What follows belongs to an exercise in optimizing a design on an open flow for a short achievable clock period and few clock cycles per item; a production flow would make more cautious choices.
The RTL was checked by simulation tests, not by an equivalence proof against the original design.
No activity file was given, so power comes from the tool's default toggle rates.

## design.v

```verilog
package pssm_pkg;
  localparam int PAGE_W  = 6;
  localparam int FRAME_W = 5;
  localparam int LOC_W   = 6;
  localparam int OUT_W   = 6;
  localparam int NUM_PAGES  = 64;
  localparam int SWAP_SLOTS = 64;
  localparam int SLOT_W     = $clog2(SWAP_SLOTS);
  localparam int GROUP_W    = 16;
  localparam int SUB_W      = 4;
  localparam int NUM_GROUPS = NUM_PAGES / GROUP_W;
  localparam int NUM_SUBS   = GROUP_W / SUB_W;
  localparam int GRP_W      = $clog2(NUM_GROUPS);
  localparam int POS_W      = $clog2(GROUP_W);
  localparam int SUBPOS_W   = $clog2(SUB_W);
  localparam int SUBIDX_W   = $clog2(NUM_SUBS);
  localparam int K_W        = $clog2(NUM_GROUPS + 1);
  typedef logic [1:0] opcode_t;
  localparam opcode_t OP_FIND     = 2'd0;
  localparam opcode_t OP_SWAP_OUT = 2'd1;
  localparam opcode_t OP_SWAP_IN  = 2'd2;
  localparam opcode_t OP_LOAD     = 2'd3;
  typedef logic [1:0] status_t;
  localparam status_t ST_DONE      = 2'd0;
  localparam status_t ST_NO_VALID  = 2'd1;
  localparam status_t ST_SWAP_FULL = 2'd2;
  typedef struct packed {
    logic [LOC_W-1:0]  location;
    logic [PAGE_W-1:0] vpage;
    logic              dirty;
  } row_t;
  typedef struct packed {
    logic accept;
    logic scan_step;
    logic rd_issue;
    logic exec;
    logic fail;
    logic load_out;
  } cmd_t;
  typedef struct packed {
    opcode_t op;
    logic    scan_hit;
    logic    scan_last;
    logic    out_free;
  } stat_t;
endpackage
import pssm_pkg::*;
module pssm_ctrl (
  input  logic       clk,
  input  logic       rst,
  input  logic       req_valid,
  input  logic [1:0] req_op,
  output logic       req_ready,
  input  pssm_pkg::stat_t      stat,
  output pssm_pkg::cmd_t       cmd
);
  typedef enum logic [4:0] {
    S_IDLE = 5'b00001,
    S_SCAN = 5'b00010,
    S_READ = 5'b00100,
    S_EXEC = 5'b01000,
    S_RESP = 5'b10000
  } state_t;
  state_t state, state_next;
  always_ff @(posedge clk) begin
    if (rst) begin
      state <= S_IDLE;
    end else begin
      state <= state_next;
    end
  end
  always_comb begin
    state_next = state;
    cmd        = '0;
    req_ready  = 1'b0;
    unique case (state)
      S_IDLE: begin
        req_ready = 1'b1;
        if (req_valid) begin
          cmd.accept = 1'b1;
          case (req_op)
            OP_LOAD:    state_next = S_EXEC;
            OP_SWAP_IN: state_next = S_READ;
            default:    state_next = S_SCAN;
          endcase
        end
      end
      S_SCAN: begin
        cmd.scan_step = 1'b1;
        if (stat.scan_hit) begin
          state_next = S_READ;
        end else if (stat.scan_last) begin
          cmd.fail   = 1'b1;
          state_next = S_RESP;
        end
      end
      S_READ: begin
        cmd.rd_issue = 1'b1;
        state_next   = S_EXEC;
      end
      S_EXEC: begin
        cmd.exec   = 1'b1;
        state_next = S_RESP;
      end
      S_RESP: begin
        if (stat.out_free) begin
          cmd.load_out = 1'b1;
          state_next   = S_IDLE;
        end
      end
      default: state_next = S_IDLE;
    endcase
  end
endmodule
import pssm_pkg::*;
module pssm_datapath (
  input  logic               clk,
  input  logic               rst,
  input  pssm_pkg::cmd_t               cmd,
  output pssm_pkg::stat_t              stat,
  input  logic [1:0]         req_opcode,
  input  logic [PAGE_W-1:0]  req_page_number,
  input  logic [FRAME_W-1:0] req_frame_number,
  input  logic               req_load_valid,
  output logic               rsp_valid,
  input  logic               rsp_ready,
  output logic [OUT_W-1:0]   rsp_victim_page,
  output logic [OUT_W-1:0]   rsp_swap_slot,
  output logic [1:0]         rsp_status
);
  pssm_pkg::opcode_t            op_q;
  logic [PAGE_W-1:0]  page_q;
  logic [FRAME_W-1:0] frame_q;
  logic               lvalid_q;
  logic [NUM_PAGES-1:0]  entry_valid;
  logic [NUM_PAGES-1:0]  written;
  logic [SWAP_SLOTS-1:0] slot_used;
  logic [PAGE_W-1:0]     victim_pointer;
  logic [LOC_W+PAGE_W:0]  mem [NUM_PAGES];
  pssm_pkg::row_t        rdata;
  logic                  written_q;
  pssm_pkg::row_t        row_rd;
  pssm_pkg::row_t        wrow;
  logic                  mem_we;
  logic [PAGE_W-1:0]     raddr;
  logic [K_W-1:0]        scan_k;
  logic [PAGE_W-1:0]     found_idx;
  logic [NUM_PAGES-1:0]  scan_vec;
  logic [PAGE_W-1:0]     base;
  logic [GRP_W-1:0]      grp;
  logic [GROUP_W-1:0]    window;
  logic [GROUP_W-1:0]    mask;
  logic [GROUP_W-1:0]    masked;
  logic [NUM_SUBS-1:0]   sub_any;
  logic [SUBPOS_W-1:0]   sub_pos [NUM_SUBS];
  logic [SUBIDX_W-1:0]   sel_sub;
  logic                  hit;
  logic [PAGE_W-1:0]     hit_idx;
  logic [OUT_W-1:0] res_victim;
  logic [OUT_W-1:0] res_slot;
  pssm_pkg::status_t          res_status;
  always_comb begin
    scan_vec = (op_q == OP_FIND) ? entry_valid : ~slot_used;
    base     = (op_q == OP_FIND) ? victim_pointer : '0;
    grp      = GRP_W'(base[PAGE_W-1 -: GRP_W] + scan_k[GRP_W-1:0]);
    window   = scan_vec[grp*GROUP_W +: GROUP_W];
  end
  always_comb begin
    for (int i = 0; i < GROUP_W; i++) begin
      if (scan_k == '0) begin
        mask[i] = (POS_W'(i) >= base[POS_W-1:0]);
      end else if (scan_k == K_W'(NUM_GROUPS)) begin
        mask[i] = (POS_W'(i) < base[POS_W-1:0]);
      end else begin
        mask[i] = 1'b1;
      end
    end
    masked = window & mask;
  end
  always_comb begin
    for (int s = 0; s < NUM_SUBS; s++) begin
      sub_any[s] = |masked[s*SUB_W +: SUB_W];
      sub_pos[s] = '0;
      for (int j = SUB_W - 1; j >= 0; j--) begin
        if (masked[s*SUB_W + j]) sub_pos[s] = SUBPOS_W'(j);
      end
    end
    sel_sub = '0;
    for (int s = NUM_SUBS - 1; s >= 0; s--) begin
      if (sub_any[s]) sel_sub = SUBIDX_W'(s);
    end
    hit     = |sub_any;
    hit_idx = {grp, sel_sub, sub_pos[sel_sub]};
  end
  assign stat.op        = op_q;
  assign stat.scan_hit  = hit;
  assign stat.scan_last = (scan_k == K_W'(NUM_GROUPS));
  assign stat.out_free  = !rsp_valid || rsp_ready;
  assign row_rd = written_q ? rdata : '0;
  assign raddr  = (op_q == OP_FIND) ? found_idx : page_q;
  assign mem_we = cmd.exec && (op_q != OP_FIND);
  always_comb begin
    case (op_q)
      OP_SWAP_OUT: wrow = {LOC_W'(found_idx), row_rd.vpage, 1'b1};
      OP_SWAP_IN:  wrow = {LOC_W'(frame_q), page_q, 1'b1};
      OP_LOAD:     wrow = {LOC_W'(frame_q), page_q, 1'b0};
      default:     wrow = row_rd;
    endcase
  end
  always_ff @(posedge clk) begin
    if (mem_we) mem[page_q] <= wrow;
    if (cmd.rd_issue) begin
      rdata     <= mem[raddr];
      written_q <= written[raddr];
    end
  end
  always_ff @(posedge clk) begin
    if (rst) begin
      entry_valid    <= '0;
      written        <= '0;
      slot_used      <= '0;
      victim_pointer <= '0;
      scan_k         <= '0;
      rsp_valid      <= 1'b0;
    end else begin
      if (cmd.accept) scan_k <= '0;
      else if (cmd.scan_step) scan_k <= scan_k + 1'b1;
      if (cmd.exec) begin
        case (op_q)
          OP_FIND: victim_pointer <= found_idx;
          OP_SWAP_OUT: begin
            slot_used[found_idx[SLOT_W-1:0]] <= 1'b1;
            entry_valid[page_q]              <= 1'b0;
            written[page_q]                  <= 1'b1;
          end
          OP_SWAP_IN: begin
            slot_used[row_rd.location[SLOT_W-1:0]] <= 1'b0;
            entry_valid[page_q]                    <= 1'b1;
            written[page_q]                        <= 1'b1;
          end
          default: begin
            entry_valid[page_q] <= lvalid_q;
            written[page_q]     <= 1'b1;
          end
        endcase
      end
      if (cmd.load_out) rsp_valid <= 1'b1;
      else if (rsp_ready) rsp_valid <= 1'b0;
    end
  end
  always_ff @(posedge clk) begin
    if (cmd.accept) begin
      op_q     <= req_opcode;
      page_q   <= req_page_number;
      frame_q  <= req_frame_number;
      lvalid_q <= req_load_valid;
    end
    if (cmd.scan_step && hit) found_idx <= hit_idx;
    if (cmd.fail) begin
      res_victim <= '0;
      res_slot   <= '0;
      res_status <= (op_q == OP_FIND) ? ST_NO_VALID : ST_SWAP_FULL;
    end else if (cmd.exec) begin
      res_status <= ST_DONE;
      res_victim <= (op_q == OP_FIND) ? OUT_W'(row_rd.vpage) : '0;
      case (op_q)
        OP_SWAP_OUT: res_slot <= OUT_W'(found_idx);
        OP_SWAP_IN:  res_slot <= OUT_W'(row_rd.location);
        default:     res_slot <= '0;
      endcase
    end
    if (cmd.load_out) begin
      rsp_victim_page <= res_victim;
      rsp_swap_slot   <= res_slot;
      rsp_status      <= res_status;
    end
  end
endmodule
import pssm_pkg::*;
module page_swap_slot_manager (
  input  logic                clk,
  input  logic                rst,
  input  logic                req_valid,
  output logic                req_ready,
  input  logic [1:0]          req_opcode,
  input  logic [PAGE_W-1:0]   req_page_number,
  input  logic [FRAME_W-1:0]  req_frame_number,
  input  logic                req_load_valid,
  output logic                rsp_valid,
  input  logic                rsp_ready,
  output logic [OUT_W-1:0]    rsp_victim_page,
  output logic [OUT_W-1:0]    rsp_swap_slot,
  output logic [1:0]          rsp_status
);
  pssm_pkg::cmd_t  cmd;
  pssm_pkg::stat_t stat;
  pssm_ctrl u_ctrl (
    .clk       (clk),
    .rst       (rst),
    .req_valid (req_valid),
    .req_op    (req_opcode),
    .req_ready (req_ready),
    .stat      (stat),
    .cmd       (cmd)
  );
  pssm_datapath u_datapath (
    .clk              (clk),
    .rst              (rst),
    .cmd              (cmd),
    .stat             (stat),
    .req_opcode       (req_opcode),
    .req_page_number  (req_page_number),
    .req_frame_number (req_frame_number),
    .req_load_valid   (req_load_valid),
    .rsp_valid        (rsp_valid),
    .rsp_ready        (rsp_ready),
    .rsp_victim_page  (rsp_victim_page),
    .rsp_swap_slot    (rsp_swap_slot),
    .rsp_status       (rsp_status)
  );
endmodule
```

## run.sh

```bash
#!/bin/bash
# synth_recipe.tcl (not shown) runs the flow's synth.tcl, then flattens the netlist and writes it again
# the make line also repeats each setting of config.mk as NAME=value (left out here)
make -C /OpenROAD-flow-scripts/flow DESIGN_CONFIG=/design/flow/config.mk WORK_HOME=/design/flow/orfs CLKGATE_MAP_FILE= SYNTH_SCRIPT=/design/flow/synth_recipe.tcl finish
```

## config.mk

```make
export PLATFORM = sky130hd
export DESIGN_NAME = page_swap_slot_manager
export DESIGN_NICKNAME = page_swap_slot_manager
export VERILOG_FILES = /design/flow/design.v
export SDC_FILE = /design/flow/constraint.sdc
export NUM_CORES = 4
export LEC_CHECK = 0
export CAP_MARGIN = 20
export CORE_MARGIN = 2
export CORE_UTILIZATION = 40
export PLACE_DENSITY = 0.6
export SLEW_MARGIN = 20
```

## constraint.sdc

```tcl
create_clock -name core_clock -period 5.0 [get_ports {clk}]
set_input_delay 1.0000 -clock core_clock [delete_from_list [all_inputs] [get_ports {clk}]]
set_output_delay 1.0000 -clock core_clock [all_outputs]
set_load 0.01 [all_outputs]
```

==> impl_metrics.prom <==
# TYPE chip_impl_metric gauge
chip_impl_metric{name="place_congestion",unit=""} 0.894
chip_impl_metric{name="global_route.usage.total",unit="%"} 21.2
chip_impl_info{name="synthTopCellsByArea",value="edfxtp_1, mux4_2, dfxtp_1"} 1
chip_impl_metric{name="syn-mean-instance-area",unit="sq um"} 15.0
chip_impl_metric{name="internal_power",unit="mW"} 15.4
chip_impl_metric{name="clockPowerShare",unit="%"} 39.7
chip_impl_info{name="min-delay-path-class",value="reg -> reg"} 1
chip_impl_metric{name="timing.clock.skew",unit="ns"} 0.0397
chip_impl_metric{name="timing.final.crit_share",unit="%"} 90.5
chip_impl_metric{name="hold_buffers",unit=""} 0
chip_impl_metric{name="viasPerCell",unit=""} 5.95
chip_impl_metric{name="vdd_drop_max",unit="mV"} 0.263
chip_impl_metric{name="power_density",unit="nW/um^2"} 421
chip_impl_metric{name="sequential_cell_fraction_of_total_power",unit="%"} 46.9
chip_impl_metric{name="slew_violations",unit=""} 0
chip_impl_metric{name="clk_path_buf_depth",unit=""} 3
chip_impl_info{name="ys_dominant_reg_cell",value="edfxtp_1"} 1
chip_impl_metric{name="synth_sequential_area_ratio",unit="%"} 67.2
chip_impl_metric{name="post-cts-setup-buffer-count",unit=""} 0
chip_impl_metric{name="initial_utilization",unit="%"} 40.3
chip_impl_metric{name="grt_overflow_total",unit=""} 0
chip_impl_metric{name="finish.instance_area",unit="sq um"} 49200
chip_impl_metric{name="required",unit="ns"} 5.41
chip_impl_metric{name="core.rowCount",unit=""} 120
chip_impl_metric{name="fp.dieW",unit="um"} 332
chip_impl_metric{name="setup-violations-final",unit=""} 0
chip_impl_info{name="critical_path.slowest_cell",value="mux4_2"} 1
chip_impl_metric{name="max_stage_delay",unit="ns"} 0.55
chip_impl_metric{name="drt_first_iter_violations",unit=""} 2804
chip_impl_metric{name="synth.ff_latch_count",unit=""} 1036
chip_impl_metric{name="comb_power_share",unit="%"} 13.4
chip_impl_metric{name="ios",unit=""} 34
chip_impl_info{name="cts_tree",value="built"} 1
chip_impl_metric{name="synth_fp_nets",unit=""} 2899
chip_impl_metric{name="post-layout-total-power",unit="mW"} 20.7
chip_impl_metric{name="clk_transition_reported_paths",unit="ns"} 0.06
chip_impl_metric{name="max_slew.worst_pin.slew",unit="ns"} 1.19
chip_impl_metric{name="pre_cts_ws",unit="ns"} 0.402
chip_impl_metric{name="crit_buf_inv",unit=""} 4
chip_impl_metric{name="drt.antenna.violating_nets",unit=""} 0
chip_impl_metric{name="total_leakage_power",unit="nW"} 15.7
chip_impl_metric{name="synthToLayoutAreaGrowth",unit="%"} 14.4
chip_impl_metric{name="synth-warning-count",unit=""} 3
chip_impl_metric{name="core_footprint",unit="sq um"} 107000
chip_impl_metric{name="syn-cell-area",unit="sq um"} 43000
chip_impl_metric{name="wirelength",unit="um"} 119000
chip_impl_metric{name="timing.fmax",unit="GHz"} 0.221
chip_impl_metric{name="grt_antenna_before_repair",unit=""} 1
chip_impl_metric{name="grt_pass1_vias",unit=""} 25800
chip_impl_info{name="start_kind",value="flop"} 1
chip_impl_metric{name="detailedPlacementHpwl",unit="um"} 74700
chip_impl_metric{name="remaining_drc_errors",unit=""} 0
chip_impl_metric{name="finalHoldViolCount",unit=""} 0
chip_impl_metric{name="p_sw_share",unit="%"} 25.6
chip_impl_metric{name="dp.cells",unit=""} 4228
chip_impl_metric{name="post_drt_wl_per_cell",unit="um"} 26.9
chip_impl_metric{name="net-switching-power",unit="mW"} 5.32
chip_impl_metric{name="finalNetCount",unit=""} 2971
chip_impl_metric{name="placed_instance_area",unit="sq um"} 45500
chip_impl_metric{name="relSlewSlack",unit="%"} 20.2
chip_impl_metric{name="grt_pass1_wl",unit="um"} 174000
chip_impl_info{name="netlist.top_cell.by_area",value="edfxtp_1"} 1
chip_impl_metric{name="grt_max_degree",unit=""} 108
chip_impl_metric{name="synth_cell_types",unit=""} 74
chip_impl_info{name="cp_top_family",value="buffers and inverters"} 1
chip_impl_info{name="worstSetupPathType",value="reg -> reg"} 1
chip_impl_metric{name="async_reset_ff_share",unit="%"} 0
chip_impl_metric{name="worst_skew_pair.late_latency",unit="ns"} 0.70
chip_impl_metric{name="cts_inserted_buffers",unit=""} 106
chip_impl_metric{name="portBuffers",unit=""} 33
chip_impl_metric{name="fin_ws",unit="ns"} 0.475
chip_impl_info{name="run_status",value="finished clean"} 1
chip_impl_metric{name="num_vias",unit=""} 26400
chip_impl_metric{name="critical_path_arrival",unit="ns"} 4.94
chip_impl_metric{name="synth_enable_flop_cells",unit=""} 817
chip_impl_metric{name="period_needed",unit="ns"} 4.52
chip_impl_info{name="setup_repair_after_global_routing_missed_its_margin",value="no"} 1
chip_impl_metric{name="htreeDepth",unit=""} 3
chip_impl_info{name="worst_setup_path_end_kind",value="flop"} 1
chip_impl_metric{name="tns",unit="ns"} 0
chip_impl_info{name="root_buffer_cell",value="clkbuf_16"} 1
chip_impl_info{name="crit_chain",value="inv_1 > ha_2 > buf_4 > mux2i_4 > buf_12 > buf_4 > mux4_2 > and2_1 > a211oi_1 > a311oi_1 > a21oi_1 > a21oi_1"} 1
chip_impl_metric{name="synth_cells",unit=""} 2861
chip_impl_metric{name="final-instance-count-excl-fill",unit=""} 4430
chip_impl_metric{name="cts.sinks",unit=""} 1036
chip_impl_metric{name="area_of_the_die",unit="sq um"} 110000
chip_impl_metric{name="fp.dieH",unit="um"} 332
chip_impl_metric{name="drt_pass1_iterations",unit=""} 5
chip_impl_metric{name="layout-drive-gt1-share",unit="%"} 19.7
chip_impl_metric{name="maxCapViolCount",unit=""} 0
chip_impl_metric{name="postCtsResizedCells",unit=""} 0
chip_impl_metric{name="synth_largest_type_area_fraction",unit="%"} 57.0
chip_impl_metric{name="crit_fanout",unit=""} 53
## cell usage after synthesis (9+ instances only)
library cell	n
a211oi_1	102
a21oi_1	170
a22oi_1	13
a311oi_1	46
a31oi_1	68
a32oi_1	18
and2_1	71
buf_1	10
buf_2	46
clkbuf_1	135
dfxtp_1	219
edfxtp_1	817
ha_1	20
inv_1	43
mux2_1	9
mux2_2	11
mux2i_1	61
mux4_2	223
nand2_1	204
nand3_1	47
nor2_1	260
nor2b_1	9
nor3_1	69
o21ai_0	20
xnor2_1	13
xor2_1	10
## registers in the layout, indices dropped and copies added, names as in the netlist, 2 cells and up
| name | flops |
|---|---|
| u_ctrl.state | 5 |
| u_datapath.written | 64 |
| u_datapath.mem | 768 |
| u_datapath.rsp_status | 2 |
| u_datapath.entry_valid | 64 |
| u_datapath.scan_k | 3 |
| u_datapath.frame_q | 5 |
| u_datapath.page_q | 6 |
| u_datapath.found_idx | 6 |
| u_datapath.res_status | 2 |
| u_datapath.rdata | 12 |
| u_datapath.op_q | 2 |
| u_datapath.rsp_victim_page | 6 |
| u_datapath.victim_pointer | 6 |
| u_datapath.slot_used | 64 |
| u_datapath.res_slot | 6 |
| u_datapath.rsp_swap_slot | 6 |
| u_datapath.res_victim | 6 |
## routing by layer
layer  vias to the layer above  part of all wire (%)  GRT usage (%)
li1                      11300                     -              -
met1                     13600                    41           29.0
met2                      1167                    47           33.8
met3                       219                   7.4           3.60
met4                         0                   4.0           8.61
met5                         -                     0              0
## power groups by stage
stage / clock network, mW / logic, mW / registers [mW]
floorplan: 0 / 1.74 / 9.88
global placement: 0 / 2.70 / 9.91
detailed placement: 0 / 2.76 / 9.91
CTS: 8.38 / 2.77 / 9.72
global route: 8.73 / 2.94 / 9.72
finish: 8.24 / 2.77 / 9.72
## cell type report
| type | count | area (sq um) |
|---|---|---|
| clock inverter | 64 | 771 |
| tap | 1403 | 1760 |
| clock buffer | 136 | 2890 |
| fill | 9212 | 57700 |
| timing repair buffer | 168 | 1480 |
| antenna | 2 | 5.00 |
| inverter | 44 | 165 |
| sequential | 1036 | 28900 |
| multi-input combinational | 1577 | 13200 |
## worst paths after layout
kind                             from                        to  slack [ns]  depth (start not counted)
min reg2reg  u_datapath.res_status[1]  u_datapath.rsp_status[1]        0.43                          0
max                u_datapath.op_q[1]       u_datapath.rdata[1]        0.48                         12
min          u_datapath.res_status[1]  u_datapath.rsp_status[1]        0.43                          0
max reg2reg        u_datapath.op_q[1]       u_datapath.rdata[1]        0.48                         12
## placed cells by master (no fill, tap or decap), drive strengths merged, types with 11 or more instances in the layout
cell and instances:
ha 20, xnor2 13, buf 136, and2 73, inv 47, a22oi 14
xor2 11, bufinv 14, dfxtp 219, edfxtp 817, mux2i 61, clkdlybuf4s50 32
nor3 70, a21oi 170, a31oi 68, nor2 260, nand3 47, mux2 22
clkbuf 136, clkinv 41, a211oi 103, a32oi 19, a311oi 46, nand2 204
o21ai 22, mux4 223
## through the flow
step | hold WS [ns] | utilization (%)
finish | 0.428 | 46.0
global route | 0.441 | 46.0
CTS | 0.426 | 46.0
detailed placement | 0.417 | 42.6
global placement | 0.424 | 42.6
floorplan | 0.400 | -
## cells by family after synthesis
logic type      Yosys count  synth area share, %
xor+xnor                 24                0.506
mux                     306                 13.7
flops                  1036                 67.2
fa+ha+maj                20                0.581
compound gates          498                 7.78
simple gates            729                 7.74
buf+inv                 248                 2.52
Testbench counts, summed over its fixed seeds: cycles 63,344, items 12,000.

==> port drivers added, routing unchanged <==
In the flow no input, the clock included, has a driving cell. The finished layout below was timed again as built, in two steps. Step 1, drivers: a clkbuf_16 drives clk and a buf_2 each remaining input, both assumed. Step 2 adds t to the input delays and takes it off the output delays; t is the mean of the earliest and latest rising clock arrival at the registers after step 1. Input paths then give back, and output paths get back, about the clock's delay inside the block. Three values: ideal, step 1, step 2; two values: the first two.
t, ns: 0.751
setup slack, ns: 0.475 / 0.475 / 0.475
worst hold slack (ns): 0.428 / 0.428 / 0.428
latest minus earliest clock arrival (ns): 0.041 / 0.040
worst data-port slew with drivers (ns): 0.04
After both steps setup and hold are still met in this run. The setup slack of this run moves by 0.000 ns with the drivers and by 0.000 ns with both steps.
